What follows belongs to an exercise in optimizing a design on an open flow for small area and few clock cycles per item; a production flow would make more cautious choices.
In this exercise RTL edits were held to simulation tests only and were not proved equivalent to the original.

==> flow/design.v, too long to show whole: its modules and the start of the top module <==
// module cmplx_round_sat: 19 lines
// module complex_mult_stream: 3547 lines
// module cm_fa: 10 lines
// module cm_ha: 9 lines
module complex_mult_stream
#(
  parameter int DIN_W  = cmplx_pkg::DIN_W_DEF,
  parameter int DOUT_W = cmplx_pkg::DOUT_W_DEF,
  parameter int SHIFT  = cmplx_pkg::SHIFT_DEF,
  parameter int TAG_W  = cmplx_pkg::TAG_W_DEF
) (
  input  logic                     i_clk,
  input  logic                     i_rst,
  input  logic                     i_valid,
  output logic                     o_ready,
  input  logic signed [DIN_W-1:0]  i_real_h,
  input  logic signed [DIN_W-1:0]  i_imag_h,
  input  logic signed [DIN_W-1:0]  i_real_y,
  input  logic signed [DIN_W-1:0]  i_imag_y,
  input  logic                     i_conj,
  input  logic [TAG_W-1:0]         i_tag,
  output logic                     o_valid,
  input  logic                     i_ready,
  output logic signed [DOUT_W-1:0] o_real,
  output logic signed [DOUT_W-1:0] o_imag,
  output logic [TAG_W-1:0]         o_tag,
  output logic                     o_ovf
);
  // ...
==> flow/flow/run.sh <==
#!/bin/bash
# The standard layout (standard.sh), except that the port buffers that
# buffer_ports inserts are buf_1 cells rather than the resizer's default pick.
set -o pipefail
export BUFFER_PORTS_ARGS="-buffer_cell sky130_fd_sc_hd__buf_1"
bash standard.sh > standard.log 2>&1
==> flow/standard.sh <==
#!/bin/bash
# synth_recipe.tcl (not shown) runs the flow's synth.tcl, then flattens the netlist and writes it again
# the make line also repeats each setting of config.mk as NAME=value (left out here)
make -C /OpenROAD-flow-scripts/flow DESIGN_CONFIG=/design/flow/config.mk WORK_HOME=/design/flow/orfs CLKGATE_MAP_FILE= SYNTH_SCRIPT=/design/flow/synth_recipe.tcl "${@:-finish}"
==> flow/config.mk <==
export PLATFORM = sky130hd
export DESIGN_NAME = complex_mult_stream
export DESIGN_NICKNAME = complex_mult_stream
export VERILOG_FILES = /design/flow/design.v
export SDC_FILE = /design/flow/constraint.sdc
export NUM_CORES = 4
export LEC_CHECK = 0
export ABC_AREA = 1
export CAP_MARGIN = 20
export CORE_MARGIN = 2
export CORE_UTILIZATION = 60
export PLACE_DENSITY = 0.75
export SLEW_MARGIN = 20
export SYNTH_HIERARCHICAL = 1
==> flow/constraint.sdc <==
create_clock -name core_clock -period 7.5 [get_ports {i_clk}]
set_input_delay 1.5000 -clock core_clock [delete_from_list [all_inputs] [get_ports {i_clk}]]
set_output_delay 1.5000 -clock core_clock [all_outputs]
set_load 0.01 [all_outputs]
==> results.txt, run 1 <==
* Largest net degree at the start of global routing at 49
* Status: finished clean
* Fraction of layout cells with a size suffix above 1 at 0.0886
* Placement Cell Area at 0.0258 mm^2
* DRT met1 WL at 30700 um
* Req. time, crit path at 7580 ps
* Row Count at 73
* Resized cells post-CTS at 0
* Worst Hold Depth at 2
* Worst Clk Skew at 8.07 ps
* Crit. Startpoint: i_real_y[7]
* Synthesized instance count at 2703
* Synthesized Nets at 3350
* Post-synth EDFFs at 44
* Remaining DRCs at 0
* Die area at 0.0419 mm^2
* Vias in the first global route at 23.2k
* Prevailing post-synth register cell: edfxtp_1
* Worst Tran Pin Value at 652 ps
* Post-synth top area share at 0.378
* Yosys cell types at 34
* Layout non-clock buf frac at 0.0820
* GR Util met1 at 0.533
* Most common cell in the synthesized netlist: xor2_1
* Ys async rst share at 0
* Relative slew slack at 0.566
* Clock sink count at 45
Testbench counts, summed over its fixed seeds: cycles 4,808, items 4,800.
==> run 2, diff against run 1 <==
--- a/flow/config.mk
+++ b/flow/config.mk
@@ -8,7 +8,7 @@
 export ABC_AREA = 1
 export CAP_MARGIN = 20
 export CORE_MARGIN = 2
-export CORE_UTILIZATION = 60
-export PLACE_DENSITY = 0.75
+export CORE_UTILIZATION = 62
+export PLACE_DENSITY = 0.78
 export SLEW_MARGIN = 20
 export SYNTH_HIERARCHICAL = 1
==> results.txt, run 2 <==
* Status: finished clean
* H-Tree Depth at 2
* CP Max Fanout at 6
* Ranking of synthesized cells by area: fa_1, xor2_1, o22ai_1
* Max Root-Sink Buffers at 2
* Setup ws final at 148 ps
* Final setup vio count at 0
* Top Registers: q_im: 18 flops, q_re: 18 flops, o_tag: 8 flops
* Critical path startpoint category: input pin
* Critical path class: in -> reg
* Post-synth top area share at 0.378 (unchanged)
* Pre-antenna DRT Iters at 9
* Dpl ws at -36.7 ps
* Cell taking the most area after synthesis: fa_1
* Crit. End Element: flip-flop
* Synthesized Nets at 3350 (unchanged)
* Vias at 22.1k
* Max-cap viol count at 0
* GRT Total Usage at 0.441
* Minimum clock period at 7350 ps
* Clock sink count at 45 (unchanged)
* RSZ-0062 raised after global routing: false
* Sequential share of the synthesized area at 0.0555
* Initial antenna violation count at 1
* FILL cells at 3178
* Synthesized area at 0.0242 mm^2
* Synthesized flop and latch total at 45
* Synth cell count leaders: xor2_1, fa_1, o22ai_1
* First-pass GRT wire length at 136000 um
* Vias in the first global route at 23.2k (+0.32%)
* Worst R2R Start: o_valid$_SDFFE_PP0P_
* DRT met1 WL at 31800 um (+3.6%)
* Core Area at 0.0386 mm^2
* Root buffer cell: clkbuf_16
* RR Endpoint: q_im[1]$_DFFE_PP_
* Slew Limit Fails at 0
* Routability Congestion at 1.04
* FF-to-FF setup slack at 6210 ps
* Mean number of vias per cell at 6.69
* Met2 wire len at 38800 um
* R2R cell count at 2
* Synthesized instance count at 2703 (unchanged)
* Hold Crit Endpoint: o_valid$_SDFFE_PP0P_
* Largest net degree at the start of global routing at 46 (-6.1%)
* Chip Width at 201 um
* Req. time, crit path at 7570 ps (about the same)
* Overflow after GRT at 0
* # hold bufs at CTS at 0
* Fin crit share at 0.980
* Top layer reached by signal wires: met5
* Critical path data arrival time at 7420 ps
* Clock latency on the worst-skew pair at 320 ps
* F_max at 0.136 GHz
* Synthesized area per cell at 8.94 um^2
* Worst Hold Depth at 3 (+1)
* Height of the die at 201 um
* HPWL after DPL at 67800 um
* Hold Startpoint: o_valid$_SDFFE_PP0P_
* Hold crit path type: reg -> reg
* Worst hold slack at 959 ps
* Hold Fails Final Rpt at 0
* TritonCTS buffer count at 5
* Most common cell in the synthesized netlist: xor2_1
* CTS clk-pin slew, worst paths at 70 ps
* Prevailing post-synth register cell: edfxtp_1
* Worst Clk Skew at 5.64 ps (-2.43 ps)
* DR WL met3 at 10200 um
* Post-synth EDFFs at 44 (unchanged)
* Layout area overhead at 8.16%
* # IOs at 120
* Row Count at 72 (-1.4%)
* Fin Setup TNS at 0 ps
* Relative slew slack at 0.512 (-0.0539)
* Synth warnings at 7
* Final WL at 87400 um
* Fin nets at 3427
* Setup bufs post-CTS at 0
* DRT iter0 DRCs at 2428
* Ys async rst share at 0 (unchanged)
* DR WL/cell at 26.5 um
* Most frequent cells in the layout: xor2_1, fa_1, o22ai_1
* Initial Utilization at 0.627
* Resized cells post-CTS at 0 (unchanged)
* Remaining DRCs at 0 (unchanged)
* Worst Tran Pin Value at 732 ps (+80.9 ps)
* CTS tree: yes
* Port bufs at 119
* Post-route ant nets at 0
* Yosys cell types at 34 (unchanged)
* Fraction of layout cells with a size suffix above 1 at 0.0978 (+0.00921)
* Most common cell after layout, fill and taps aside: xor2_1
* Die area at 0.0406 mm^2 (-3.2%)
## run 2: changes by cell type in the layout (fill, tap and decap cells not counted), moves of 2 or more
cell,previous run,this run
buf_12,29,22
buf_4,146,180
diode_2,3,1
nand2_1,334,332
nand2_2,2,4
o21ai_2,7,9
## run 2: cells by family after synthesis
family	share of synthesized area
fa+ha+maj	0.437
xor+xnor	0.190
compound gates	0.155
flops	0.0555
buf+inv	0.0783
simple gates	0.0846
## run 2: layout make-up
| type | instances | area [um^2] | share of cell area |
|---|---|---|---|
| timing repair buffer | 321 | 2250 | 0.0860 |
| clock inverter | 2 | 38.8 | 0.00148 |
| inverter | 182 | 701 | 0.0268 |
| multi-input combinational | 2225 | 21000 | 0.805 |
| tap | 518 | 648 | 0.0248 |
| clock buffer | 6 | 129 | 0.00493 |
| sequential | 45 | 1340 | 0.0513 |
| antenna | 1 | 2.50 | 0.0000957 |
## run 2: through the flow
stage,utilization,instances,area [um^2]
3_5_place_dp,0.673,3291,25900
5_1_grt,0.678,3299,26100
2_1_floorplan,-,2703,24200
3_3_place_gp,0.673,3291,25900
4_1_cts,0.677,3299,26100
6_report,0.678,3300,26100
## run 2: critical path, cell delays in order
cell and delay [ps]:
clkbuf_2 260, nor2_1 140, nor2_1 230, inv_1 180, o22ai_1 290, xor2_1 350, buf_4 180, fa_1 400
fa_1 550, fa_1 450, fa_1 430, fa_1 540, fa_1 420, ha_1 360, inv_1 80, nor3_1 180
nand2_1 80, nand2_1 180, inv_1 80, fa_1 380, xnor2_1 140
## run 2: layer usage
metal,GRT usage,vias up
li1,-,9207
met1,0.563,10800
met2,0.684,1669
met3,0.0993,427
met4,0.273,4
met5,0,-
## run 2: how the worst max path moves through the flow
stage / slack (ps) / cells after the start / to / start
after floorplan: 360 / 21 / q_im[1]$_DFFE_PP_ / i_real_y[9]
final: 150 / 21 / q_im[2]$_DFFE_PP_ / i_real_y[11]
after global placement: 30 / 22 / q_re[10]$_DFFE_PP_ / i_real_y[9]
after CTS: 280 / 21 / q_im[2]$_DFFE_PP_ / i_real_y[11]
after global routing: 4 / 21 / q_im[2]$_DFFE_PP_ / i_real_y[11]
after detailed placement: -40 / 21 / q_im[2]$_DFFE_PP_ / i_real_y[11]
## run 2: Yosys stat by module, one instance, submodules excluded
| module | copies in the design | area [um^2] | flip-flops and latches | cells inside |
|---|---|---|---|---|
| cm_fa | 454 | 20.0 | 0 | 1 |
| complex_mult_stream | 1 | 14600 | 45 | 2209 |
| cm_ha | 40 | 12.5 | 0 | 1 |

[separate check: timing with driven ports]
In the flow no input, the clock included, has a driving cell. The finished layouts below were timed again as built, in two steps. Step 1: set_driving_cell puts a clkbuf_16 on i_clk and a buf_2 on each other input, an assumption about the parent block. Step 2 adds t to the input delays and takes it off the output delays; t is the mean of the earliest and latest rising clock arrival at the registers after step 1. Input paths then give back, and output paths get back, about the clock's delay inside the block. a / b / c = no drivers / after step 1 / after step 2; a / b = the first two.
run | t (ns) | setup WS [ns] | clock arrival spread, ns | worst register clock-pin slew, ns
run 1 | 0.381 | 0.229 / 0.224 / -0.157 | 0.014 / 0.014 | 0.08 / 0.08
run 2 | 0.369 | 0.148 / 0.174 / -0.196 | 0.009 / 0.009 | 0.08 / 0.08
Met with ideal ports but missed after step 2: setup timing in run 1 and run 2. For run 1, which loses most, drivers alone change the setup slack by -0.005 ns; drivers and shift together by -0.386 ns.
